This design comes from an exercise in tuning for small area and a short achievable clock period on the open sky130 flow, not from production work. In this exercise RTL edits were held to simulation tests only and were not proved equivalent to the original.

==> flow/design.v, too long to show whole: its modules and the start of the top module <==
// module c_fa: 4 lines
// module c_ha: 4 lines
// module c_inv: 3 lines
// module c_or2: 3 lines
// module c_nand2: 3 lines
// module c_nand3: 3 lines
// module c_nand4: 3 lines
// module c_or3: 3 lines
// module c_xor2: 3 lines
// module c_xnor2: 3 lines
// module c_o22ai: 3 lines
// module c_a222oi: 3 lines
// module c_mux2i: 3 lines
// module c_fa1: 4 lines
// module c_nor2: 3 lines
// module c_mux4: 3 lines
// module c_a22oi: 3 lines
// module c_and3: 3 lines
// module c_a21oi: 3 lines
// module c_o21ai: 3 lines
// module rf_read_core: 28 lines
// module rf_read: 13 lines
// module rf_read2: 15 lines
// module regfile: 48 lines
// module mul_benc: 5 lines
// module mul_bpp: 5 lines
// module mul_bpp1: 5 lines
// module alu_add_zero: 6 lines
// module mips_alu: 123 lines
// module alu_add: 332 lines
// module mul32: 1331 lines
// module div_sub_1: 14 lines
// module div_sub_2: 15 lines
// module div_sub_3: 16 lines
// module div_sub_4: 19 lines
// module div_sub_5: 20 lines
// module div_sub_6: 23 lines
// module div_sub_7: 26 lines
// module div_sub_8: 31 lines
// module div_sub_9: 32 lines
// module div_sub_10: 35 lines
// module div_sub_11: 38 lines
// module div_sub_12: 43 lines
// module div_sub_13: 46 lines
// module div_sub_14: 51 lines
// module div_sub_15: 56 lines
// module div_sub_16: 63 lines
// module div_sub_17: 64 lines
// module div_sub_18: 67 lines
// module div_sub_19: 70 lines
// module div_sub_20: 75 lines
// module div_sub_21: 78 lines
// module div_sub_22: 83 lines
// module div_sub_23: 88 lines
// module div_sub_24: 95 lines
// module div_sub_25: 98 lines
// module div_sub_26: 103 lines
// module div_sub_27: 108 lines
// module div_sub_28: 115 lines
// module div_sub_29: 120 lines
// ... 26 more modules
module mips_exec_core
(
    input  logic      clock,
    input  logic      reset,
    input  logic      instr_valid,   
    input  mips_pkg::word_t     instr,
    input  mips_pkg::reg_addr_t dbg_addr,      
    output mips_pkg::word_t     result,
    output logic      zero,
    output logic      illegal,
    output mips_pkg::word_t     dbg_data
);
  // ...
==> flow/run.sh <==
#!/bin/bash
# synth_recipe.tcl (not shown) runs the flow's synth.tcl, then flattens the netlist and writes it again
# the make line also repeats each setting of config.mk as NAME=value (left out here)
make -C /OpenROAD-flow-scripts/flow DESIGN_CONFIG=/design/flow/config.mk WORK_HOME=/design/flow/orfs CLKGATE_MAP_FILE= SYNTH_SCRIPT=/design/flow/synth_recipe.tcl finish
==> flow/config.mk <==
export PLATFORM = sky130hd
export DESIGN_NAME = mips_exec_core
export DESIGN_NICKNAME = mips_exec_core
export VERILOG_FILES = /design/flow/design.v
export SDC_FILE = /design/flow/constraint.sdc
export NUM_CORES = 8
export LEC_CHECK = 0
export ABC_CLOCK_PERIOD_IN_PS = 40000
export CAP_MARGIN = 20
export CELL_PAD_IN_SITES_GLOBAL_PLACEMENT = 2
export CORE_MARGIN = 2
export CORE_UTILIZATION = 55
export PLACE_DENSITY = 0.65
export SETUP_SLACK_MARGIN = 4
export SLEW_MARGIN = 20
export SYNTH_HIERARCHICAL = 1
==> flow/constraint.sdc <==
create_clock -name core_clock -period 125.0 [get_ports {clock}]
set_input_delay 25.0000 -clock core_clock [delete_from_list [all_inputs] [get_ports {clock}]]
set_output_delay 25.0000 -clock core_clock [all_outputs]
set_load 0.01 [all_outputs]
==> summary.md, run 1 <==
| Metric | Value |
|---|---|
| Worst hold slack | 464 ps |
| H-tree Lvls | 3 |
| Final Util | 0.602 |
| Crit path top cell by count | nand2_1 |
| Synth Instances | 10543 |
| Pre-CTS WS | 68410 ps |
| Most flops, register | u_regfile.rf |
| CP Cell Sequence | clkdlybuf4s50_1 > nor3b_1 > and3_1 > buf_4 > a222oi_1 > nand4_1 > or3_1 > xnor2_1 > o21ai_0 > ha_1 > nand2_1 > nor2_1 > nand2_1 > o21ai_1 > xor2_1 > a222oi_1 > nand2_1 > clkdlybuf4s50_1 |
| Maximum fanout along the worst path | 32 |
| Fin area | between 100000 and 150000 um^2 |
| Hold Vio Cnt, Final | 0 |
| Status | no timing/DRC/antenna violations |
| Routed WL per cell | 39.9 um |
| CP Launch Type | primary input |
| Largest regs | u_regfile.rf x992, u_alu.hl_b3 x34 |
| Sequential share of cell area | 0.265 |
| Top-area cell type share of the netlist area | 0.281 |
| Worst path slowest cell | a222oi_1 |
| Synth Area in Adders | 0.219 |
| R2r setup slk | ~94000 ps |
| Skew-Pair Late Insertion Delay | 860 ps |
| Multi-input logic portion of the cell area | 0.623 |
| Yosys warns | 8 |
| Antenna cells | 113 |
| CP required | 100000 ps |
| Total of max-cap violations | 0 |
| Resize count post-CTS | 0 |
| CP startpoint | instr[16] |
| Worst r2r path cells | 74 |
| Count of plain and timing-repair buffers | 449 |
| CP endpoint kind | output pin |
| Clk sinks | 1141 |
| Worst path depth | 18 |
==> module mips_alu, before the edit <==
module mips_alu
(
    input  logic        clock,
    input  logic        reset,
    input  logic        hilo_write,   
    input  logic [31:0] instr,
    input  logic [31:0] a,            
    input  logic [31:0] rt,           
    input  logic [31:0] a_x,          
    input  logic [31:0] rt_x,         
    output logic [31:0] y,
    output logic [31:0] y_wd,         
    output logic        zero
);
    localparam int KDIV = 18;      
    logic [31:0]     hl_a, hl_b;
    logic [33:0]     hl_b3;           
    logic [KDIV-1:0] hl_q;
    logic            hl_div;
    logic            hl_v;            
    logic [63:0]     product;
    logic [31:0]     dv_ra;
    logic [33:0]     dv_b3;
    logic [KDIV-1:0] dv_q;
    logic            rt_zero, is_div;
    mul32 u_mul (.a(a), .b(rt), .p(product));
    assign rt_zero = (rt == 32'd0);
    assign is_div  = instr[1];        
    div_b3 u_div_b3 (.b(rt), .b3(dv_b3));
    div_front u_div_front (
        .ra_in  (a),
        .b      (rt),
        .b3     (dv_b3),
        .ra_out (dv_ra),
        .q      (dv_q)
    );
    always_ff @(posedge clock or posedge reset) begin
        if (reset) begin
            hl_div <= 1'b0;
            hl_v   <= 1'b0;
        end else if (hilo_write) begin
            hl_div <= is_div && !rt_zero;
            hl_v   <= 1'b1;
        end
    end
    always_ff @(posedge clock) begin
        if (hilo_write) begin
            if (is_div && !rt_zero) begin
                hl_a <= dv_ra;
                hl_b <= rt;
            end else begin
                hl_a <= product[31:0];    
                hl_b <= product[63:32];
            end
            hl_q  <= dv_q;
            hl_b3 <= dv_b3;
        end
    end
    logic [31:0]        rem_f;
    logic [31-KDIV:0]   q_lo;
    logic               dv_zr, dv_zq;
    div_back u_div_back (
        .ra_in  (hl_a),
        .b      (hl_b),
        .b3     (hl_b3),
        .ra_out (rem_f),
        .zr     (dv_zr),
        .zq     (dv_zq),
        .q      (q_lo)
    );
    logic        op_i, sub;
    logic [31:0] bsel, sum;
    logic        slt_e, slt_g, z_add;
    assign op_i = instr[29];                  
    assign sub  = !op_i && instr[1];          
    assign bsel = op_i ? {{16{instr[15]}}, instr[15:0]} : (sub ? ~rt_x : rt_x);
    alu_add      u_add  (.a(a_x), .b(bsel), .ci(sub), .s(sum));
    alu_add_zero u_zadd (.a(a_x), .b(bsel), .ci(sub), .z(z_add));
    logic s_sum, s_and, s_or, s_slt, s_hd, s_hm, s_ld, s_lm;
    assign s_sum = op_i || (instr[5] && !instr[2] && !instr[3]);       
    assign s_and = !op_i && instr[5] && instr[2] && !instr[0];
    assign s_or  = !op_i && instr[5] && instr[2] && instr[0];
    assign s_slt = !op_i && instr[5] && !instr[2] && instr[3];
    assign s_hd  = !op_i && !instr[5] && !instr[3] && !instr[1] && hl_div;             
    assign s_hm  = !op_i && !instr[5] && !instr[3] && !instr[1] && !hl_div && hl_v;
    assign s_ld  = !op_i && !instr[5] && !instr[3] && instr[1] && hl_div;              
    assign s_lm  = !op_i && !instr[5] && !instr[3] && instr[1] && !hl_div && hl_v;
    assign slt_e = s_slt && (a_x[31] ^ rt_x[31]) && a_x[31];
    assign slt_g = s_slt && !(a_x[31] ^ rt_x[31]);
    logic [31:0] early_n, late_n;
    assign early_n = ~(({32{s_and}} & (a_x & rt_x))
                     | ({32{s_or}}  & (a_x | rt_x))
                     | ({32{s_hm}}  & hl_b)
                     | ({32{s_lm}}  & hl_a)
                     | ({32{s_ld}}  & {hl_q, {(32-KDIV){1'b0}}}));
    for (genvar j = 0; j < 32; j++) begin : g_y
        if (j < 32 - KDIV) begin : g_q
            c_a222oi u_l (.a1(s_sum), .a2(sum[j]), .b1(s_hd), .b2(rem_f[j]),
                          .c1(s_ld), .c2(q_lo[j]), .y(late_n[j]));
        end else begin : g_nq
            c_a22oi u_l (.a1(s_sum), .a2(sum[j]), .b1(s_hd), .b2(rem_f[j]), .y(late_n[j]));
        end
        if (j == 0) begin : g_slt
            logic slt_n;
            c_a21oi u_s (.a1(slt_g), .a2(sum[31]), .b1(slt_e), .y(slt_n));
            c_nand3 u_y (.a(late_n[j]), .b(early_n[j]), .c(slt_n), .y(y[j]));
            c_nand3 u_w (.a(late_n[j]), .b(early_n[j]), .c(slt_n), .y(y_wd[j]));
        end else begin : g_o
            c_nand2 u_y (.a(late_n[j]), .b(early_n[j]), .y(y[j]));
            c_nand2 u_w (.a(late_n[j]), .b(early_n[j]), .y(y_wd[j]));
        end
    end
    logic zl_n, zq_n, ze_n;
    assign ze_n = !(slt_e
                 || (s_and && ((a_x & rt_x) != '0))
                 || (s_or  && ((a_x | rt_x) != '0))
                 || (s_hm  && (hl_b != '0))
                 || (s_lm  && (hl_a != '0))
                 || (s_ld  && (hl_q != '0)));
    c_a222oi u_zl (.a1(s_sum), .a2(!z_add), .b1(slt_g), .b2(sum[31]), .c1(s_hd), .c2(!dv_zr), .y(zl_n));
    c_nand2  u_zq (.a(s_ld), .b(!dv_zq), .y(zq_n));
    c_and3   u_z  (.a(zl_n), .b(zq_n), .c(ze_n), .y(zero));
endmodule
==> module alu_add, before the edit <==
module alu_add (input logic [31:0] a, b, input logic ci, output logic [31:0] s);
    logic p1, g2, p3, g4, p5, g6, p7, g8, p9, g10, p11, g12, p13, g14, p15, g16;
    logic p17, g18, p19, g20, p21, g22, p23, g24, p25, g26, p27, g28, p29, g30, p31, g32;
    logic p33, g34, p35, g36, p37, g38, p39, g40, p41, g42, p43, g44, p45, g46, p47, g48;
    logic p49, g50, p51, g52, p53, g54, p55, g56, p57, g58, p59, g60, p61, g62, p63, g64;
    logic G65, G66, P67, G68, P69, G70, P71, G72, P73, G74, P75, G76, P77, G78, P79, G80;
    logic P81, G82, P83, G84, P85, G86, P87, G88, P89, G90, P91, G92, P93, G94, P95, G96;
    logic P97, G98, P99, G100, P101, G102, P103, G104, P105, G106, P107, G108, P109, G110, P111, G112;
    logic P113, G114, P115, G116, P117, G118, P119, G120, P121, G122, P123, G124, P125, G126, P127, i128;
    logic G129, G130, G131, P132, G133, P134, G135, P136, G137, P138, G139, P140, G141, P142, G143, P144;
    logic G145, P146, G147, P148, G149, P150, G151, P152, G153, P154, G155, P156, G157, P158, G159, P160;
    logic G161, P162, G163, P164, G165, P166, G167, P168, G169, P170, G171, P172, G173, P174, G175, P176;
    logic G177, P178, G179, P180, G181, P182, G183, P184, G185, P186, G187, P188, G189, i190, G191, G192;
    logic G193, G194, P195, G196, P197, G198, P199, G200, P201, G202, P203, G204, P205, G206, P207, G208;
    logic P209, G210, P211, G212, P213, G214, P215, G216, P217, G218, P219, G220, P221, G222, P223, G224;
    logic P225, G226, P227, G228, P229, G230, P231, G232, P233, G234, P235, G236, P237, G238, P239, G240;
    logic P241, G242, P243, G244, G245, i246, G247, i248, G249, G250, G251, G252, G253, G254, P255, G256;
    logic P257, G258, P259, G260, P261, G262, P263, G264, P265, G266, P267, G268, P269, G270, P271, G272;
    logic P273, G274, P275, G276, P277, G278, P279, G280, P281, G282, P283, G284, P285, G286, P287, G288;
    logic G289, G290, G291, i292, G293, i294, G295, i296, G297, i298, G299, G300, G301, G302, G303, G304;
    logic G305, G306, G307, G308, P309, G310;
    c_ha    u_h0 (.a(a[0]), .b(b[0]), .s(p1), .co(g2));
    c_ha    u_h1 (.a(a[1]), .b(b[1]), .s(p3), .co(g4));
    c_ha    u_h2 (.a(a[2]), .b(b[2]), .s(p5), .co(g6));
    c_ha    u_h3 (.a(a[3]), .b(b[3]), .s(p7), .co(g8));
    c_ha    u_h4 (.a(a[4]), .b(b[4]), .s(p9), .co(g10));
    c_ha    u_h5 (.a(a[5]), .b(b[5]), .s(p11), .co(g12));
    c_ha    u_h6 (.a(a[6]), .b(b[6]), .s(p13), .co(g14));
    c_ha    u_h7 (.a(a[7]), .b(b[7]), .s(p15), .co(g16));
    c_ha    u_h8 (.a(a[8]), .b(b[8]), .s(p17), .co(g18));
    c_ha    u_h9 (.a(a[9]), .b(b[9]), .s(p19), .co(g20));
    c_ha    u_h10 (.a(a[10]), .b(b[10]), .s(p21), .co(g22));
    c_ha    u_h11 (.a(a[11]), .b(b[11]), .s(p23), .co(g24));
    c_ha    u_h12 (.a(a[12]), .b(b[12]), .s(p25), .co(g26));
    c_ha    u_h13 (.a(a[13]), .b(b[13]), .s(p27), .co(g28));
    c_ha    u_h14 (.a(a[14]), .b(b[14]), .s(p29), .co(g30));
    c_ha    u_h15 (.a(a[15]), .b(b[15]), .s(p31), .co(g32));
    c_ha    u_h16 (.a(a[16]), .b(b[16]), .s(p33), .co(g34));
    c_ha    u_h17 (.a(a[17]), .b(b[17]), .s(p35), .co(g36));
    c_ha    u_h18 (.a(a[18]), .b(b[18]), .s(p37), .co(g38));
    c_ha    u_h19 (.a(a[19]), .b(b[19]), .s(p39), .co(g40));
    c_ha    u_h20 (.a(a[20]), .b(b[20]), .s(p41), .co(g42));
    c_ha    u_h21 (.a(a[21]), .b(b[21]), .s(p43), .co(g44));
    c_ha    u_h22 (.a(a[22]), .b(b[22]), .s(p45), .co(g46));
    c_ha    u_h23 (.a(a[23]), .b(b[23]), .s(p47), .co(g48));
    c_ha    u_h24 (.a(a[24]), .b(b[24]), .s(p49), .co(g50));
    c_ha    u_h25 (.a(a[25]), .b(b[25]), .s(p51), .co(g52));
    c_ha    u_h26 (.a(a[26]), .b(b[26]), .s(p53), .co(g54));
    c_ha    u_h27 (.a(a[27]), .b(b[27]), .s(p55), .co(g56));
    c_ha    u_h28 (.a(a[28]), .b(b[28]), .s(p57), .co(g58));
    c_ha    u_h29 (.a(a[29]), .b(b[29]), .s(p59), .co(g60));
    c_ha    u_h30 (.a(a[30]), .b(b[30]), .s(p61), .co(g62));
    c_ha    u_h31 (.a(a[31]), .b(b[31]), .s(p63), .co(g64));
    c_a21oi u_G65 (.a1(p1), .a2(ci), .b1(g2), .y(G65));
    c_a21oi u_G66 (.a1(p3), .a2(g2), .b1(g4), .y(G66));
    c_nand2 u_P67 (.a(p3), .b(p1), .y(P67));
    c_a21oi u_G68 (.a1(p5), .a2(g4), .b1(g6), .y(G68));
    c_nand2 u_P69 (.a(p5), .b(p3), .y(P69));
    c_a21oi u_G70 (.a1(p7), .a2(g6), .b1(g8), .y(G70));
    c_nand2 u_P71 (.a(p7), .b(p5), .y(P71));
    c_a21oi u_G72 (.a1(p9), .a2(g8), .b1(g10), .y(G72));
    c_nand2 u_P73 (.a(p9), .b(p7), .y(P73));
    c_a21oi u_G74 (.a1(p11), .a2(g10), .b1(g12), .y(G74));
    c_nand2 u_P75 (.a(p11), .b(p9), .y(P75));
    c_a21oi u_G76 (.a1(p13), .a2(g12), .b1(g14), .y(G76));
    c_nand2 u_P77 (.a(p13), .b(p11), .y(P77));
    c_a21oi u_G78 (.a1(p15), .a2(g14), .b1(g16), .y(G78));
    c_nand2 u_P79 (.a(p15), .b(p13), .y(P79));
    c_a21oi u_G80 (.a1(p17), .a2(g16), .b1(g18), .y(G80));
    c_nand2 u_P81 (.a(p17), .b(p15), .y(P81));
    c_a21oi u_G82 (.a1(p19), .a2(g18), .b1(g20), .y(G82));
    c_nand2 u_P83 (.a(p19), .b(p17), .y(P83));
    c_a21oi u_G84 (.a1(p21), .a2(g20), .b1(g22), .y(G84));
    c_nand2 u_P85 (.a(p21), .b(p19), .y(P85));
    c_a21oi u_G86 (.a1(p23), .a2(g22), .b1(g24), .y(G86));
    c_nand2 u_P87 (.a(p23), .b(p21), .y(P87));
    c_a21oi u_G88 (.a1(p25), .a2(g24), .b1(g26), .y(G88));
    c_nand2 u_P89 (.a(p25), .b(p23), .y(P89));
    c_a21oi u_G90 (.a1(p27), .a2(g26), .b1(g28), .y(G90));
    c_nand2 u_P91 (.a(p27), .b(p25), .y(P91));
    c_a21oi u_G92 (.a1(p29), .a2(g28), .b1(g30), .y(G92));
    c_nand2 u_P93 (.a(p29), .b(p27), .y(P93));
    c_a21oi u_G94 (.a1(p31), .a2(g30), .b1(g32), .y(G94));
    c_nand2 u_P95 (.a(p31), .b(p29), .y(P95));
    c_a21oi u_G96 (.a1(p33), .a2(g32), .b1(g34), .y(G96));
    c_nand2 u_P97 (.a(p33), .b(p31), .y(P97));
    c_a21oi u_G98 (.a1(p35), .a2(g34), .b1(g36), .y(G98));
    c_nand2 u_P99 (.a(p35), .b(p33), .y(P99));
    c_a21oi u_G100 (.a1(p37), .a2(g36), .b1(g38), .y(G100));
    c_nand2 u_P101 (.a(p37), .b(p35), .y(P101));
    c_a21oi u_G102 (.a1(p39), .a2(g38), .b1(g40), .y(G102));
    c_nand2 u_P103 (.a(p39), .b(p37), .y(P103));
    c_a21oi u_G104 (.a1(p41), .a2(g40), .b1(g42), .y(G104));
    c_nand2 u_P105 (.a(p41), .b(p39), .y(P105));
    c_a21oi u_G106 (.a1(p43), .a2(g42), .b1(g44), .y(G106));
    c_nand2 u_P107 (.a(p43), .b(p41), .y(P107));
    c_a21oi u_G108 (.a1(p45), .a2(g44), .b1(g46), .y(G108));
    c_nand2 u_P109 (.a(p45), .b(p43), .y(P109));
    c_a21oi u_G110 (.a1(p47), .a2(g46), .b1(g48), .y(G110));
    c_nand2 u_P111 (.a(p47), .b(p45), .y(P111));
    c_a21oi u_G112 (.a1(p49), .a2(g48), .b1(g50), .y(G112));
    c_nand2 u_P113 (.a(p49), .b(p47), .y(P113));
    c_a21oi u_G114 (.a1(p51), .a2(g50), .b1(g52), .y(G114));
    c_nand2 u_P115 (.a(p51), .b(p49), .y(P115));
    c_a21oi u_G116 (.a1(p53), .a2(g52), .b1(g54), .y(G116));
    c_nand2 u_P117 (.a(p53), .b(p51), .y(P117));
    c_a21oi u_G118 (.a1(p55), .a2(g54), .b1(g56), .y(G118));
    c_nand2 u_P119 (.a(p55), .b(p53), .y(P119));
    c_a21oi u_G120 (.a1(p57), .a2(g56), .b1(g58), .y(G120));
    c_nand2 u_P121 (.a(p57), .b(p55), .y(P121));
    c_a21oi u_G122 (.a1(p59), .a2(g58), .b1(g60), .y(G122));
    c_nand2 u_P123 (.a(p59), .b(p57), .y(P123));
    c_a21oi u_G124 (.a1(p61), .a2(g60), .b1(g62), .y(G124));
    c_nand2 u_P125 (.a(p61), .b(p59), .y(P125));
    c_a21oi u_G126 (.a1(p63), .a2(g62), .b1(g64), .y(G126));
    c_nand2 u_P127 (.a(p63), .b(p61), .y(P127));
    c_inv   u_i128 (.a(ci), .y(i128));
    c_o21ai u_G129 (.a1(P67), .a2(i128), .b1(G66), .y(G129));
    c_o21ai u_G130 (.a1(P69), .a2(G65), .b1(G68), .y(G130));
    c_o21ai u_G131 (.a1(P71), .a2(G66), .b1(G70), .y(G131));
    c_nor2  u_P132 (.a(P71), .b(P67), .y(P132));
    c_o21ai u_G133 (.a1(P73), .a2(G68), .b1(G72), .y(G133));
    c_nor2  u_P134 (.a(P73), .b(P69), .y(P134));
    c_o21ai u_G135 (.a1(P75), .a2(G70), .b1(G74), .y(G135));
    c_nor2  u_P136 (.a(P75), .b(P71), .y(P136));
    c_o21ai u_G137 (.a1(P77), .a2(G72), .b1(G76), .y(G137));
    c_nor2  u_P138 (.a(P77), .b(P73), .y(P138));
    c_o21ai u_G139 (.a1(P79), .a2(G74), .b1(G78), .y(G139));
    c_nor2  u_P140 (.a(P79), .b(P75), .y(P140));
    c_o21ai u_G141 (.a1(P81), .a2(G76), .b1(G80), .y(G141));
    c_nor2  u_P142 (.a(P81), .b(P77), .y(P142));
    c_o21ai u_G143 (.a1(P83), .a2(G78), .b1(G82), .y(G143));
    c_nor2  u_P144 (.a(P83), .b(P79), .y(P144));
    c_o21ai u_G145 (.a1(P85), .a2(G80), .b1(G84), .y(G145));
    c_nor2  u_P146 (.a(P85), .b(P81), .y(P146));
    c_o21ai u_G147 (.a1(P87), .a2(G82), .b1(G86), .y(G147));
    c_nor2  u_P148 (.a(P87), .b(P83), .y(P148));
    c_o21ai u_G149 (.a1(P89), .a2(G84), .b1(G88), .y(G149));
    c_nor2  u_P150 (.a(P89), .b(P85), .y(P150));
    c_o21ai u_G151 (.a1(P91), .a2(G86), .b1(G90), .y(G151));
    c_nor2  u_P152 (.a(P91), .b(P87), .y(P152));
    c_o21ai u_G153 (.a1(P93), .a2(G88), .b1(G92), .y(G153));
    c_nor2  u_P154 (.a(P93), .b(P89), .y(P154));
    c_o21ai u_G155 (.a1(P95), .a2(G90), .b1(G94), .y(G155));
    c_nor2  u_P156 (.a(P95), .b(P91), .y(P156));
    c_o21ai u_G157 (.a1(P97), .a2(G92), .b1(G96), .y(G157));
    c_nor2  u_P158 (.a(P97), .b(P93), .y(P158));
    c_o21ai u_G159 (.a1(P99), .a2(G94), .b1(G98), .y(G159));
    c_nor2  u_P160 (.a(P99), .b(P95), .y(P160));
    c_o21ai u_G161 (.a1(P101), .a2(G96), .b1(G100), .y(G161));
    c_nor2  u_P162 (.a(P101), .b(P97), .y(P162));
    c_o21ai u_G163 (.a1(P103), .a2(G98), .b1(G102), .y(G163));
    c_nor2  u_P164 (.a(P103), .b(P99), .y(P164));
    c_o21ai u_G165 (.a1(P105), .a2(G100), .b1(G104), .y(G165));
    c_nor2  u_P166 (.a(P105), .b(P101), .y(P166));
    c_o21ai u_G167 (.a1(P107), .a2(G102), .b1(G106), .y(G167));
    c_nor2  u_P168 (.a(P107), .b(P103), .y(P168));
    c_o21ai u_G169 (.a1(P109), .a2(G104), .b1(G108), .y(G169));
    c_nor2  u_P170 (.a(P109), .b(P105), .y(P170));
    c_o21ai u_G171 (.a1(P111), .a2(G106), .b1(G110), .y(G171));
    c_nor2  u_P172 (.a(P111), .b(P107), .y(P172));
    c_o21ai u_G173 (.a1(P113), .a2(G108), .b1(G112), .y(G173));
    c_nor2  u_P174 (.a(P113), .b(P109), .y(P174));
    c_o21ai u_G175 (.a1(P115), .a2(G110), .b1(G114), .y(G175));
    c_nor2  u_P176 (.a(P115), .b(P111), .y(P176));
    c_o21ai u_G177 (.a1(P117), .a2(G112), .b1(G116), .y(G177));
    c_nor2  u_P178 (.a(P117), .b(P113), .y(P178));
    c_o21ai u_G179 (.a1(P119), .a2(G114), .b1(G118), .y(G179));
    c_nor2  u_P180 (.a(P119), .b(P115), .y(P180));
    c_o21ai u_G181 (.a1(P121), .a2(G116), .b1(G120), .y(G181));
    c_nor2  u_P182 (.a(P121), .b(P117), .y(P182));
    c_o21ai u_G183 (.a1(P123), .a2(G118), .b1(G122), .y(G183));
    c_nor2  u_P184 (.a(P123), .b(P119), .y(P184));
    c_o21ai u_G185 (.a1(P125), .a2(G120), .b1(G124), .y(G185));
    c_nor2  u_P186 (.a(P125), .b(P121), .y(P186));
    c_o21ai u_G187 (.a1(P127), .a2(G122), .b1(G126), .y(G187));
    c_nor2  u_P188 (.a(P127), .b(P123), .y(P188));
    c_a21oi u_G189 (.a1(P132), .a2(ci), .b1(G131), .y(G189));
    c_inv   u_i190 (.a(G65), .y(i190));
    c_a21oi u_G191 (.a1(P134), .a2(i190), .b1(G133), .y(G191));
    c_a21oi u_G192 (.a1(P136), .a2(G129), .b1(G135), .y(G192));
    c_a21oi u_G193 (.a1(P138), .a2(G130), .b1(G137), .y(G193));
    c_a21oi u_G194 (.a1(P140), .a2(G131), .b1(G139), .y(G194));
    c_nand2 u_P195 (.a(P140), .b(P132), .y(P195));
    c_a21oi u_G196 (.a1(P142), .a2(G133), .b1(G141), .y(G196));
    c_nand2 u_P197 (.a(P142), .b(P134), .y(P197));
    c_a21oi u_G198 (.a1(P144), .a2(G135), .b1(G143), .y(G198));
    c_nand2 u_P199 (.a(P144), .b(P136), .y(P199));
    c_a21oi u_G200 (.a1(P146), .a2(G137), .b1(G145), .y(G200));
    c_nand2 u_P201 (.a(P146), .b(P138), .y(P201));
    c_a21oi u_G202 (.a1(P148), .a2(G139), .b1(G147), .y(G202));
    c_nand2 u_P203 (.a(P148), .b(P140), .y(P203));
    c_a21oi u_G204 (.a1(P150), .a2(G141), .b1(G149), .y(G204));
    c_nand2 u_P205 (.a(P150), .b(P142), .y(P205));
    c_a21oi u_G206 (.a1(P152), .a2(G143), .b1(G151), .y(G206));
    c_nand2 u_P207 (.a(P152), .b(P144), .y(P207));
    c_a21oi u_G208 (.a1(P154), .a2(G145), .b1(G153), .y(G208));
    c_nand2 u_P209 (.a(P154), .b(P146), .y(P209));
    c_a21oi u_G210 (.a1(P156), .a2(G147), .b1(G155), .y(G210));
    c_nand2 u_P211 (.a(P156), .b(P148), .y(P211));
    c_a21oi u_G212 (.a1(P158), .a2(G149), .b1(G157), .y(G212));
    c_nand2 u_P213 (.a(P158), .b(P150), .y(P213));
    c_a21oi u_G214 (.a1(P160), .a2(G151), .b1(G159), .y(G214));
    c_nand2 u_P215 (.a(P160), .b(P152), .y(P215));
    c_a21oi u_G216 (.a1(P162), .a2(G153), .b1(G161), .y(G216));
    c_nand2 u_P217 (.a(P162), .b(P154), .y(P217));
    c_a21oi u_G218 (.a1(P164), .a2(G155), .b1(G163), .y(G218));
    c_nand2 u_P219 (.a(P164), .b(P156), .y(P219));
    c_a21oi u_G220 (.a1(P166), .a2(G157), .b1(G165), .y(G220));
    c_nand2 u_P221 (.a(P166), .b(P158), .y(P221));
    c_a21oi u_G222 (.a1(P168), .a2(G159), .b1(G167), .y(G222));
    c_nand2 u_P223 (.a(P168), .b(P160), .y(P223));
    c_a21oi u_G224 (.a1(P170), .a2(G161), .b1(G169), .y(G224));
    c_nand2 u_P225 (.a(P170), .b(P162), .y(P225));
    c_a21oi u_G226 (.a1(P172), .a2(G163), .b1(G171), .y(G226));
    c_nand2 u_P227 (.a(P172), .b(P164), .y(P227));
    c_a21oi u_G228 (.a1(P174), .a2(G165), .b1(G173), .y(G228));
    c_nand2 u_P229 (.a(P174), .b(P166), .y(P229));
    c_a21oi u_G230 (.a1(P176), .a2(G167), .b1(G175), .y(G230));
    c_nand2 u_P231 (.a(P176), .b(P168), .y(P231));
    c_a21oi u_G232 (.a1(P178), .a2(G169), .b1(G177), .y(G232));
    c_nand2 u_P233 (.a(P178), .b(P170), .y(P233));
    c_a21oi u_G234 (.a1(P180), .a2(G171), .b1(G179), .y(G234));
    c_nand2 u_P235 (.a(P180), .b(P172), .y(P235));
    c_a21oi u_G236 (.a1(P182), .a2(G173), .b1(G181), .y(G236));
    c_nand2 u_P237 (.a(P182), .b(P174), .y(P237));
    c_a21oi u_G238 (.a1(P184), .a2(G175), .b1(G183), .y(G238));
    c_nand2 u_P239 (.a(P184), .b(P176), .y(P239));
    c_a21oi u_G240 (.a1(P186), .a2(G177), .b1(G185), .y(G240));
    c_nand2 u_P241 (.a(P186), .b(P178), .y(P241));
    c_a21oi u_G242 (.a1(P188), .a2(G179), .b1(G187), .y(G242));
    c_nand2 u_P243 (.a(P188), .b(P180), .y(P243));
    c_o21ai u_G244 (.a1(P195), .a2(i128), .b1(G194), .y(G244));
    c_o21ai u_G245 (.a1(P197), .a2(G65), .b1(G196), .y(G245));
    c_inv   u_i246 (.a(G129), .y(i246));
    c_o21ai u_G247 (.a1(P199), .a2(i246), .b1(G198), .y(G247));
    c_inv   u_i248 (.a(G130), .y(i248));
    c_o21ai u_G249 (.a1(P201), .a2(i248), .b1(G200), .y(G249));
    c_o21ai u_G250 (.a1(P203), .a2(G189), .b1(G202), .y(G250));
    c_o21ai u_G251 (.a1(P205), .a2(G191), .b1(G204), .y(G251));
    c_o21ai u_G252 (.a1(P207), .a2(G192), .b1(G206), .y(G252));
    c_o21ai u_G253 (.a1(P209), .a2(G193), .b1(G208), .y(G253));
    c_o21ai u_G254 (.a1(P211), .a2(G194), .b1(G210), .y(G254));
    c_nor2  u_P255 (.a(P211), .b(P195), .y(P255));
    c_o21ai u_G256 (.a1(P213), .a2(G196), .b1(G212), .y(G256));
    c_nor2  u_P257 (.a(P213), .b(P197), .y(P257));
    c_o21ai u_G258 (.a1(P215), .a2(G198), .b1(G214), .y(G258));
    c_nor2  u_P259 (.a(P215), .b(P199), .y(P259));
    c_o21ai u_G260 (.a1(P217), .a2(G200), .b1(G216), .y(G260));
    c_nor2  u_P261 (.a(P217), .b(P201), .y(P261));
    c_o21ai u_G262 (.a1(P219), .a2(G202), .b1(G218), .y(G262));
    c_nor2  u_P263 (.a(P219), .b(P203), .y(P263));
    c_o21ai u_G264 (.a1(P221), .a2(G204), .b1(G220), .y(G264));
    c_nor2  u_P265 (.a(P221), .b(P205), .y(P265));
    c_o21ai u_G266 (.a1(P223), .a2(G206), .b1(G222), .y(G266));
    c_nor2  u_P267 (.a(P223), .b(P207), .y(P267));
    c_o21ai u_G268 (.a1(P225), .a2(G208), .b1(G224), .y(G268));
    c_nor2  u_P269 (.a(P225), .b(P209), .y(P269));
    c_o21ai u_G270 (.a1(P227), .a2(G210), .b1(G226), .y(G270));
    c_nor2  u_P271 (.a(P227), .b(P211), .y(P271));
    c_o21ai u_G272 (.a1(P229), .a2(G212), .b1(G228), .y(G272));
    c_nor2  u_P273 (.a(P229), .b(P213), .y(P273));
    c_o21ai u_G274 (.a1(P231), .a2(G214), .b1(G230), .y(G274));
    c_nor2  u_P275 (.a(P231), .b(P215), .y(P275));
    c_o21ai u_G276 (.a1(P233), .a2(G216), .b1(G232), .y(G276));
    c_nor2  u_P277 (.a(P233), .b(P217), .y(P277));
    c_o21ai u_G278 (.a1(P235), .a2(G218), .b1(G234), .y(G278));
    c_nor2  u_P279 (.a(P235), .b(P219), .y(P279));
    c_o21ai u_G280 (.a1(P237), .a2(G220), .b1(G236), .y(G280));
    c_nor2  u_P281 (.a(P237), .b(P221), .y(P281));
    c_o21ai u_G282 (.a1(P239), .a2(G222), .b1(G238), .y(G282));
    c_nor2  u_P283 (.a(P239), .b(P223), .y(P283));
    c_o21ai u_G284 (.a1(P241), .a2(G224), .b1(G240), .y(G284));
    c_nor2  u_P285 (.a(P241), .b(P225), .y(P285));
    c_o21ai u_G286 (.a1(P243), .a2(G226), .b1(G242), .y(G286));
    c_nor2  u_P287 (.a(P243), .b(P227), .y(P287));
    c_a21oi u_G288 (.a1(P255), .a2(ci), .b1(G254), .y(G288));
    c_a21oi u_G289 (.a1(P257), .a2(i190), .b1(G256), .y(G289));
    c_a21oi u_G290 (.a1(P259), .a2(G129), .b1(G258), .y(G290));
    c_a21oi u_G291 (.a1(P261), .a2(G130), .b1(G260), .y(G291));
    c_inv   u_i292 (.a(G189), .y(i292));
    c_a21oi u_G293 (.a1(P263), .a2(i292), .b1(G262), .y(G293));
    c_inv   u_i294 (.a(G191), .y(i294));
    c_a21oi u_G295 (.a1(P265), .a2(i294), .b1(G264), .y(G295));
    c_inv   u_i296 (.a(G192), .y(i296));
    c_a21oi u_G297 (.a1(P267), .a2(i296), .b1(G266), .y(G297));
    c_inv   u_i298 (.a(G193), .y(i298));
    c_a21oi u_G299 (.a1(P269), .a2(i298), .b1(G268), .y(G299));
    c_a21oi u_G300 (.a1(P271), .a2(G244), .b1(G270), .y(G300));
    c_a21oi u_G301 (.a1(P273), .a2(G245), .b1(G272), .y(G301));
    c_a21oi u_G302 (.a1(P275), .a2(G247), .b1(G274), .y(G302));
    c_a21oi u_G303 (.a1(P277), .a2(G249), .b1(G276), .y(G303));
    c_a21oi u_G304 (.a1(P279), .a2(G250), .b1(G278), .y(G304));
    c_a21oi u_G305 (.a1(P281), .a2(G251), .b1(G280), .y(G305));
    c_a21oi u_G306 (.a1(P283), .a2(G252), .b1(G282), .y(G306));
    c_a21oi u_G307 (.a1(P285), .a2(G253), .b1(G284), .y(G307));
    c_a21oi u_G308 (.a1(P287), .a2(G254), .b1(G286), .y(G308));
    c_nand2 u_P309 (.a(P287), .b(P255), .y(P309));
    c_o21ai u_G310 (.a1(P309), .a2(i128), .b1(G308), .y(G310));
    c_xor2  u_s0 (.a(p1), .b(ci), .y(s[0]));
    c_xnor2 u_s1 (.a(p3), .b(G65), .y(s[1]));
    c_xor2  u_s2 (.a(p5), .b(G129), .y(s[2]));
    c_xor2  u_s3 (.a(p7), .b(G130), .y(s[3]));
    c_xnor2 u_s4 (.a(p9), .b(G189), .y(s[4]));
    c_xnor2 u_s5 (.a(p11), .b(G191), .y(s[5]));
    c_xnor2 u_s6 (.a(p13), .b(G192), .y(s[6]));
    c_xnor2 u_s7 (.a(p15), .b(G193), .y(s[7]));
    c_xor2  u_s8 (.a(p17), .b(G244), .y(s[8]));
    c_xor2  u_s9 (.a(p19), .b(G245), .y(s[9]));
    c_xor2  u_s10 (.a(p21), .b(G247), .y(s[10]));
    c_xor2  u_s11 (.a(p23), .b(G249), .y(s[11]));
    c_xor2  u_s12 (.a(p25), .b(G250), .y(s[12]));
    c_xor2  u_s13 (.a(p27), .b(G251), .y(s[13]));
    c_xor2  u_s14 (.a(p29), .b(G252), .y(s[14]));
    c_xor2  u_s15 (.a(p31), .b(G253), .y(s[15]));
    c_xnor2 u_s16 (.a(p33), .b(G288), .y(s[16]));
    c_xnor2 u_s17 (.a(p35), .b(G289), .y(s[17]));
    c_xnor2 u_s18 (.a(p37), .b(G290), .y(s[18]));
    c_xnor2 u_s19 (.a(p39), .b(G291), .y(s[19]));
    c_xnor2 u_s20 (.a(p41), .b(G293), .y(s[20]));
    c_xnor2 u_s21 (.a(p43), .b(G295), .y(s[21]));
    c_xnor2 u_s22 (.a(p45), .b(G297), .y(s[22]));
    c_xnor2 u_s23 (.a(p47), .b(G299), .y(s[23]));
    c_xnor2 u_s24 (.a(p49), .b(G300), .y(s[24]));
    c_xnor2 u_s25 (.a(p51), .b(G301), .y(s[25]));
    c_xnor2 u_s26 (.a(p53), .b(G302), .y(s[26]));
    c_xnor2 u_s27 (.a(p55), .b(G303), .y(s[27]));
    c_xnor2 u_s28 (.a(p57), .b(G304), .y(s[28]));
    c_xnor2 u_s29 (.a(p59), .b(G305), .y(s[29]));
    c_xnor2 u_s30 (.a(p61), .b(G306), .y(s[30]));
    c_xnor2 u_s31 (.a(p63), .b(G307), .y(s[31]));
endmodule
==> inputs of run 2 (changes only) <==
--- a/flow/design.v
+++ b/flow/design.v
@@ -264,11 +264,12 @@
     );
     logic        op_i, sub;
     logic [31:0] bsel, sum;
+    logic        sum31x;                  
     logic        slt_e, slt_g, z_add;
     assign op_i = instr[29];                  
     assign sub  = !op_i && instr[1];          
     assign bsel = op_i ? {{16{instr[15]}}, instr[15:0]} : (sub ? ~rt_x : rt_x);
-    alu_add      u_add  (.a(a_x), .b(bsel), .ci(sub), .s(sum));
+    alu_add      u_add  (.a(a_x), .b(bsel), .ci(sub), .s(sum), .s31x(sum31x));
     alu_add_zero u_zadd (.a(a_x), .b(bsel), .ci(sub), .z(z_add));
     logic s_sum, s_and, s_or, s_slt, s_hd, s_hm, s_ld, s_lm;
     assign s_sum = op_i || (instr[5] && !instr[2] && !instr[3]);       
@@ -296,7 +297,7 @@
         end
         if (j == 0) begin : g_slt
             logic slt_n;
-            c_a21oi u_s (.a1(slt_g), .a2(sum[31]), .b1(slt_e), .y(slt_n));
+            c_a21oi u_s (.a1(slt_g), .a2(sum31x), .b1(slt_e), .y(slt_n));
             c_nand3 u_y (.a(late_n[j]), .b(early_n[j]), .c(slt_n), .y(y[j]));
             c_nand3 u_w (.a(late_n[j]), .b(early_n[j]), .c(slt_n), .y(y_wd[j]));
         end else begin : g_o
@@ -311,11 +312,11 @@
                  || (s_hm  && (hl_b != '0))
                  || (s_lm  && (hl_a != '0))
                  || (s_ld  && (hl_q != '0)));
-    c_a222oi u_zl (.a1(s_sum), .a2(!z_add), .b1(slt_g), .b2(sum[31]), .c1(s_hd), .c2(!dv_zr), .y(zl_n));
+    c_a222oi u_zl (.a1(s_sum), .a2(!z_add), .b1(slt_g), .b2(sum31x), .c1(s_hd), .c2(!dv_zr), .y(zl_n));
     c_nand2  u_zq (.a(s_ld), .b(!dv_zq), .y(zq_n));
     c_and3   u_z  (.a(zl_n), .b(zq_n), .c(ze_n), .y(zero));
 endmodule
-module alu_add (input logic [31:0] a, b, input logic ci, output logic [31:0] s);
+module alu_add (input logic [31:0] a, b, input logic ci, output logic [31:0] s, output logic s31x);
     logic p1, g2, p3, g4, p5, g6, p7, g8, p9, g10, p11, g12, p13, g14, p15, g16;
     logic p17, g18, p19, g20, p21, g22, p23, g24, p25, g26, p27, g28, p29, g30, p31, g32;
     logic p33, g34, p35, g36, p37, g38, p39, g40, p41, g42, p43, g44, p45, g46, p47, g48;
@@ -646,6 +647,7 @@
     c_xnor2 u_s29 (.a(p59), .b(G305), .y(s[29]));
     c_xnor2 u_s30 (.a(p61), .b(G306), .y(s[30]));
     c_xnor2 u_s31 (.a(p63), .b(G307), .y(s[31]));
+    c_xnor2 u_s31x (.a(p63), .b(G307), .y(s31x));
 endmodule
 module mul32
 (
==> flow/flow/run.sh (new file) <==
#!/bin/bash
# The standard layout (the standard.sh, all steps), except that the
# buffers ORFS puts on the input and output ports are buf_4 cells instead
# of its default delay buffer.  make's output goes to make.log here; each
# ORFS step keeps its own log under orfs/logs/.
set -euo pipefail
export BUFFER_PORTS_ARGS="-buffer_cell sky130_fd_sc_hd__buf_4"
bash standard.sh > make.log 2>&1
==> flow/standard.sh (new file) <==
#!/bin/bash
# synth_recipe.tcl (not shown) runs the flow's synth.tcl, then flattens the netlist and writes it again
# the make line also repeats each setting of config.mk as NAME=value (left out here)
make -C /OpenROAD-flow-scripts/flow DESIGN_CONFIG=/design/flow/config.mk WORK_HOME=/design/flow/orfs CLKGATE_MAP_FILE= SYNTH_SCRIPT=/design/flow/synth_recipe.tcl "${@:-finish}"
--- a/flow/config.mk
+++ b/flow/config.mk
@@ -10,6 +10,7 @@
 export CELL_PAD_IN_SITES_GLOBAL_PLACEMENT = 2
 export CORE_MARGIN = 2
 export CORE_UTILIZATION = 55
+export CTS_BUF_LIST = sky130_fd_sc_hd__clkbuf_8
 export PLACE_DENSITY = 0.65
 export SETUP_SLACK_MARGIN = 4
 export SLEW_MARGIN = 20
removed: flow/run.sh
==> run 2 against run 1 <==
Compared with the run above: critical path type is now register to output pin; still clean on timing, DRC and antenna; worst setup slack better by 250 ps; routed wire length is 1.7% lower; sequential share of layout area is 0.098 points higher.
==> summary.md, run 2 <==
| Metric | Value |
|---|---|
| WHS Endpoint | u_alu.hl_v (unchanged) |
| P&R area growth vs syn | 8.53% (was 8.94%) |
| DR iter-0 viols | 24023 (was 27447) |
| Register area | 34100 um^2 (unchanged) |
| Reg2reg end | u_regfile.rf[840] (was u_alu.hl_b[31]) |
| Max-slew violation count | 0 (unchanged) |
| CP Launch Type | register (was primary input) |
| Most common cell in the netlist | edfxtp_1 (unchanged) |
| Crit path top cell by count | buf_4 (was nand2_1) |
| Vias per std cell | 7.88 (was 8.02) |
| Pre-CTS WS | 69040 ps (was 68410 ps) |
| RSZ-0062 raised after global routing | false (unchanged) |
| Chip height | 468 um (about the same) |
| TritonCTS Buffers | 188 (was 116) |
| Top-area cell type share of the netlist area | 0.281 (about the same) |
| Slew at the pin with the worst max-slew slack | 1260 ps (was 1330 ps) |
| Post-synthesis sequential area ratio | 0.288 (about the same) |
| Routed WL per cell | 39.0 um (was 39.9 um) |
| Postcts setup bufs | 0 (unchanged) |
| Async set-reset flop share out of synthesis | 0.0289 (unchanged) |
| Initial antenna violation count | 71 (was 94) |
| Core Rows | 170 (unchanged) |
| Root Buffer | clkbuf_8 (was clkbuf_16) |
| H-tree Lvls | 4 (was 3) |
| Largest regs | u_regfile.rf x992, u_alu.hl_b3 x34 (unchanged) |
| CTS tree | done (unchanged) |
| HP Start | u_alu.hl_v (unchanged) |
| Total of max-cap violations | 0 (unchanged) |
| Synthesized cell area | 118000 um^2 (about the same) |
| Vias in the first global route | 105717 (was 105994) |
| Post-layout min period | 57070 ps (was 57320 ps) |
| Routed Antenna Nets | 0 (unchanged) |
| Drc violations | 0 (unchanged) |
| Nets | 12644 (was 12567) |
| Footprint of the multi-input gates | 80400 um^2 (was 80300 um^2) |
| Synth Register Bits | 1141 (unchanged) |
| Reg-to-Reg Start | u_alu.hl_b[0] (was u_regfile.vld[13]) |
| Type of the worst setup path | register to output pin (was primary input to output pin) |
| Post-synth top area cell | edfxtp_1 (unchanged) |
| R2r setup slk | 93640 ps (was 94470 ps) |
| Top_reg_cell synth | edfxtp_1 (unchanged) |
| Fraction of the cycle the final worst path needs | 0.457 (was 0.459) |
| CP endpoint kind | output pin (unchanged) |
| Final setup viols | 0 (unchanged) |
| Most flops, register | u_regfile.rf (unchanged) |
| I/O Pins | 106 (unchanged) |
| Initial Utilization | 0.552 (about the same) |
| Status | no timing/DRC/antenna violations (unchanged) |
| Clock Path Buffers | 3 (unchanged) |
| Layout cells sized above 1 | 0.144 (was 0.129) |
| Worst r2r path cells | 86 (was 74) |
| Hold Vio Cnt, Final | 0 (unchanged) |
| Via count | 110607 (was 112003) |
| Setup TNS | 0 ps (unchanged) |
| Clk sinks | 1141 (unchanged) |
| Synth Instances | 10544 (was 10543) |
| Number of flip-flops in the largest register | 992 (unchanged) |
| Resize count post-CTS | 0 (unchanged) |
| Worst hold slack | 482 ps (was 464 ps) |
| Maximum fanout along the worst path | 33 (was 32) |
| Crit-path max cell delay | 880 ps (was 1060 ps) |
| Core Region | 214000 um^2 (unchanged) |
| Min-delay worst type | register to register (unchanged) |
| DPL Wire Length | 383 mm (about the same) |
| Final WL | 547 mm (was 557 mm) |
| Initial DRT Pass Iterations | 22 (unchanged) |
| Critical Path AT | 32070 ps (was 32320 ps) |
| FMAX | 17.5 MHz (was 17.4 MHz) |
| Total congestion overflow | 0 (unchanged) |
| Max-Slew Margin vs Limit | 0.161 (was 0.114) |
| Port bufs | 105 (unchanged) |
| Clk slew on worst S/H paths | 60 ps (about the same) |
| Hold depth | 1 (unchanged) |
| Total GRT Usage | 0.485 (was 0.491) |
| Most common cell after layout, fill and taps aside | edfxtp_1 (unchanged) |
| Most frequent cells in the layout | edfxtp_1 (1108), a222oi_1 (975), ha_1 (862) (unchanged) |
| Placer Congestion | 1.07 (was 1.12) |
| Synth area leaders | edfxtp_1 (28%), fa_1 (13%), ha_1 (9.1%), a222oi_1 (8.2%), xor2_1 (5.7%) (was edfxtp_1 (28%), fa_1 (13%), ha_1 (9.1%), a222oi_1 (8.3%), xor2_1 (5.7%)) |
| Die area | 219000 um^2 (about the same) |
| Die X | 468 um (about the same) |
| CP required | 100000 ps (about the same) |
| Library cells used by synthesis | 151 (unchanged) |
| Yosys warns | 8 (unchanged) |
| Fillcell total | 17683 (was 17534) |
| Syn avg cell area | 11.2 um^2 (about the same) |
| Post-synth top cells | edfxtp_1 (1108), a222oi_1 (975), ha_1 (862) (unchanged) |
| First-pass GRT wire length | 761 mm (was 769 mm) |
| Number of synthesized flops with an enable pin | 1108 (unchanged) |
| Worst Skew | 76.6 ps (was 140 ps) |
| Worst path slowest cell | o21ai_0 (was a222oi_1) |
| Largest net degree at the start of global routing | 66 (was 77) |
| PnR worst setup slack | 67930 ps (was 67680 ps) |
| Hold_buf cts | 0 (unchanged) |
| Skew-Pair Late Insertion Delay | 1000 ps (was 860 ps) |
-- run 2: changes by cell type in the layout (fill, tap and decap cells not counted), sizes merged --
cell           change
bufinv             +1
diode             -57
inv               +42
xnor2              +1
buf              +106
clkinv            +31
clkinvlp           -1
clkbuf            +49
clkdlybuf4s50    -102
-- run 2: cell families (layout without fill, tap and decap cells) --
kind of cell               count (synthesis)  in the layout  share of synthesized area
AOI/OAI and AO/OA                       2993           2993                      0.205
xor gates and xnor gates                1119           1119                     0.0828
adders and majority gates               1615           1615                      0.219
buffers and inverters                   1009           1602                     0.0373
DFF                                     1141           1141                      0.288
muxes                                    389            389                     0.0625
other                                      2             61                  0.0000635
and+or+nand+nor                         2276           2276                      0.105
-- run 2: area by class of cell --
cell class	count	area share
Clock buffer	189	0.0203
Multi-Input combinational cell	8397	0.626
Antenna cell	56	0.00109
Clock inverter	152	0.00940
Tap cell	2838	0.0277
Inverter	808	0.0236
Sequential cell	1141	0.266
Timing Repair Buffer	453	0.0265
-- run 2: per-stage QoR --
stage,util,cells,cell area [um^2]
finish,0.599,14034,128000
floorplan,-,10547,118000
CTS,0.599,13978,128000
global placement,0.581,13637,124000
detailed placement,0.581,13637,124000
global route,0.599,13989,128000
-- run 2: critical path, delay by kind of cell, from the launching register on --
kind / cells / cell delay [ps]
AO/OA/AOI/OAI: 44 / 14050
adder cells (fa/ha/maj): 8 / 3200
buffers and inverters: 11 / 4300
flip-flops: 1 / 450
multiplexers: 7 / 4810
AND/OR/NAND/NOR: 16 / 3940
-- run 2: how the worst max path moves through the flow --
stage	from	end	depth (start not counted)
2_1_floorplan	u_alu.hl_b[4]	result[0]	77
3_3_place_gp	instr[19]	zero	19
3_5_place_dp	instr[19]	zero	19
4_1_cts	u_alu.hl_b[0]	result[8]	86
5_1_grt	u_alu.hl_b[0]	result[8]	86
6_report	u_alu.hl_b[0]	result[8]	86
-- run 2: Yosys stat by module (local to each module, per instance), excerpt --
module | cell area, um^2 | times used
div_sub_18 | 832 | 2
mul32 | 920 | 1
c_inv | 3.75 | 16
c_or2 | 6.26 | 11
mul_benc | 37.5 | 16
div_sub_15 | 636 | 1
div4_stage_15 | 42.5 | 1
c_fa | 20.0 | 561
div_sub_27 | 1030 | 1
c_nand3 | 5.00 | 95
-- run 2: layer usage --
metal	vias to the layer above	track usage	part of all wire
met5	-	0.0193	0.0019
met4	64	0.330	0.085
met3	2601	0.217	0.16
met2	10048	0.681	0.40
met1	54145	0.594	0.35
li1	43749	-	-

## re-timing with driven ports
How much do the figures lean on ideal ports? The routed layouts below were timed once more, with nothing changed but the port constraints. Step 1 sets driving cells, clkbuf_16 on the clock port and buf_2 on the other inputs (assumed; they add their load-dependent delay and slew). Step 2 also shifts input and output timing later by t, the mid clock arrival at the registers, as if the neighbouring blocks saw the same clock. Three values: ideal, step 1, step 2; two values: the first two.
| run | t (ns) | setup slack, ns | worst setup path after step 2 | slew at the worst register clock pin (ns) | pins driven straight from the clock port |
|---|---|---|---|---|---|
| run 1 | 0.890 | 67.681 / 67.651 / 67.651 | input to output | 0.08 / 0.08 | 1 |
| run 2 | 1.046 | 67.929 / 67.847 / 68.353 | input to output | 0.07 / 0.07 | 1 |
After both steps setup and hold are still met in every run listed. For run 1, which loses most, drivers alone change the setup slack by -0.030 ns; drivers and shift together by -0.030 ns.
